Source: an optimization exercise on an open RTL-to-GDS flow (aim: small area). Production flows keep margins and buffers that such runs may drop.
In this exercise RTL edits were held to simulation tests only and were not proved equivalent to the original.
No activity file was given, so power comes from the tool's default toggle rates.

wip/lagoon:
==> flow/design.v (excerpt) <==
module ats_timer_array #(
    parameter int unsigned NUM_CLOCKS = 16,
    parameter int unsigned NUM_ALARMS = 24,
    parameter int unsigned CNT_W      = 16,
    parameter int unsigned PULSE_LEN  = 2
) (
    input  logic                  clk,
    input  logic                  reset,
    input  logic                  cmd_valid,
    output logic                  cmd_ready,
    input  logic [31:0]           cmd_data,
    output logic                  rsp_valid,
    output logic                  rsp_ack,
    output logic [NUM_ALARMS-1:0] alarm_pulse,
    output logic [NUM_ALARMS-1:0] alarm_pending,
    input  logic [NUM_ALARMS-1:0] pend_clr,
    output logic                  irq
);
Size: roughly 5300 cells after synthesis, ~50000 sq um of cells after synthesis.
clock: 9.0 ns
lec_check: 0
abc_area: 1
cap_margin: 20
core_margin: 2
core_utilization: 45
cts_buf_list: sky130_fd_sc_hd__clkbuf_8
cts_cluster_diameter: 50
cts_cluster_size: 12
place_density: 0.6
slew_margin: 20
standard.sh (not shown) runs the stock make flow with config.mk's settings and CLKGATE_MAP_FILE= SYNTH_SCRIPT=/design/flow/synth_recipe.tcl, a recipe that flattens the netlist after the stock synthesis.
==> flow/flow/run.sh <==
#!/bin/bash
# Layout flow: the standard synthesis, then the combinational logic is
# re-mapped for area by ABC (registers, adder cells and tie cells are kept as
# standard synthesis made them), then the standard layout from floorplan on.
set -euo pipefail
here=$(pwd)
fl=$here/flow
res=$here/orfs/results/$FLOW_PLATFORM/ats_timer_array/base
lib=$FLOW_HOME/platforms/$FLOW_PLATFORM/lib/sky130_fd_sc_hd__tt_025C_1v80.lib

bash standard.sh synth > synth.log 2>&1

cp $res/1_2_yosys.v $here/1_2_yosys.standard.v
REMAP_IN=$here/1_2_yosys.standard.v REMAP_OUT=$here/1_2_yosys.remap.v \
REMAP_LIB=$lib REMAP_TOP=$FLOW_TOP REMAP_DONT_USE="$(cat $fl/dont_use.txt)" \
REMAP_SCRIPT=$fl/remap.abc \
  yosys -c $fl/remap.tcl > remap.log 2>&1
cp $here/1_2_yosys.remap.v $res/1_2_yosys.v
rm -f $res/1_synth.odb $res/1_synth.sdc

bash standard.sh \
  "CTS_ARGS=-sink_clustering_enable -repair_clock_nets -sink_clustering_size 16 -sink_clustering_max_diameter 55 -buf_list sky130_fd_sc_hd__clkbuf_8 -dont_use_dummy_load" \
  finish > layout.log 2>&1
Other scripts of this flow, unchanged in this note and not shown: flow/flow/dont_use.txt, flow/flow/remap.abc, flow/flow/remap.tcl
Relative to wip/lagoon, the following input files were edited for wip/yarrow:
-- flow/flow/run.sh --
<<< wip/lagoon, line 22
  "CTS_ARGS=-sink_clustering_enable -repair_clock_nets -sink_clustering_size 16 -sink_clustering_max_diameter 55 -buf_list sky130_fd_sc_hd__clkbuf_8 -dont_use_dummy_load" \
>>> wip/yarrow, line 22
  "CTS_ARGS=-sink_clustering_enable -repair_clock_nets -sink_clustering_size 12 -sink_clustering_max_diameter 50 -buf_list sky130_fd_sc_hd__clkbuf_8 -dont_use_dummy_load" \
  "GPL_KEEP_OVERFLOW=0" \
==> run notes <==
wip/yarrow vs wip/lagoon: final cell count down slightly. Comparing wip/yarrow and wip/lagoon, the lower worst-margin pin slew is on wip/lagoon. On relative contribution of combinational cells to total power: between wip/yarrow and wip/lagoon, it ends up lower for wip/yarrow. Final max-slew violation count: wip/lagoon vs wip/yarrow identical. wip/lagoon -> wip/yarrow: number of signal-net inverters in the final layout delta 0, exact match. From wip/yarrow to wip/lagoon, final count of hold timing violations did not move at all.
Modified inputs, wip/delta compared to wip/yarrow
-- flow/flow/run.sh --
<<< wip/yarrow, line 22
  "CTS_ARGS=-sink_clustering_enable -repair_clock_nets -sink_clustering_size 12 -sink_clustering_max_diameter 50 -buf_list sky130_fd_sc_hd__clkbuf_8 -dont_use_dummy_load" \
  "GPL_KEEP_OVERFLOW=0" \
>>> wip/delta, line 22
  "CTS_ARGS=-sink_clustering_enable -repair_clock_nets -sink_clustering_size 8 -sink_clustering_max_diameter 30 -buf_list sky130_fd_sc_hd__clkbuf_4 -dont_use_dummy_load" \
### Flow results
- wip/delta reached the end of the flow, and the finished layout is clean on the timing, design-rule and antenna checks.
- wip/delta — pre-CTS worst setup slack 2.71 ns higher, wip/yarrow as reference
- wip/delta: total chip power about 1.2% below wip/yarrow
- The run with more routed wire is wip/yarrow, not wip/delta.
- When the final numbers for wip/delta and wip/yarrow were put side by side, the sequential share of cell area turned out to be smaller in wip/yarrow.
- Cmp wip/delta vs wip/yarrow: global-route met1 utilization lower in wip/delta
Modified inputs, wip/fjord compared to wip/delta
-- flow/flow/run.sh --
<<< wip/delta, line 22
  "CTS_ARGS=-sink_clustering_enable -repair_clock_nets -sink_clustering_size 8 -sink_clustering_max_diameter 30 -buf_list sky130_fd_sc_hd__clkbuf_4 -dont_use_dummy_load" \
>>> wip/fjord, line 22
  "CTS_ARGS=-sink_clustering_enable -repair_clock_nets -sink_clustering_size 12 -sink_clustering_max_diameter 50 -buf_list sky130_fd_sc_hd__clkbuf_8 -dont_use_dummy_load" \
[summary]
Worst-skew pair later-pin latency came out lower on wip/fjord than on wip/delta.
Compared with wip/delta, wip/fjord shows via count lower by 828.
Relative to wip/delta, the reported leakage power of wip/fjord is lower by 1.2%.
Re clock network power share: wip/fjord is 0.5 points down on wip/delta.
Summary of wip/fjord over wip/delta: wire length decreased by about 0.5% relative to the old numbers, fraction of layout instances using a drive strength above 1 decreased by 2.1 points relative to the old numbers, proportion of final cell area spent on non-clock buffers closely matched the old numbers, switching power as a share of total power decreased by 0.34 points relative to the old numbers.
Comparing wip/fjord and wip/delta, first-pass GRT wire length is lower on wip/fjord.
Compare wip/fjord and wip/delta | final design utilization lower: wip/fjord

-- re-timing with driven ports --
In the flow no input, the clock included, has a driving cell. The finished layouts below were timed again as built, in two steps.
Step 1 assumes that a clkbuf_16 drives the clock port and a buf_2 every other input.
Step 2 adds t to the input delays and takes it off the output delays; t is the mean of the earliest and latest rising clock arrival at the registers after step 1. Input paths then give back, and output paths get back, about the clock's delay inside the block.
Three values: ideal ports, drivers, drivers and shift; two values: the first two.
run	t, ns	slack for setup (ns)	worst setup path at the end
wip/lagoon	0.827	0.370 / 0.370 / 0.370	register to register
wip/yarrow	0.863	0.193 / 0.193 / -0.532	input to register
wip/delta	1.192	0.363 / 0.363 / 0.363	register to register
wip/fjord	0.832	0.411 / 0.411 / 0.411	register to register
Met with ideal ports but missed after step 2: setup timing in wip/yarrow. The setup slack of wip/yarrow, which loses most, moves by 0.000 ns with the drivers and by -0.725 ns with both steps.
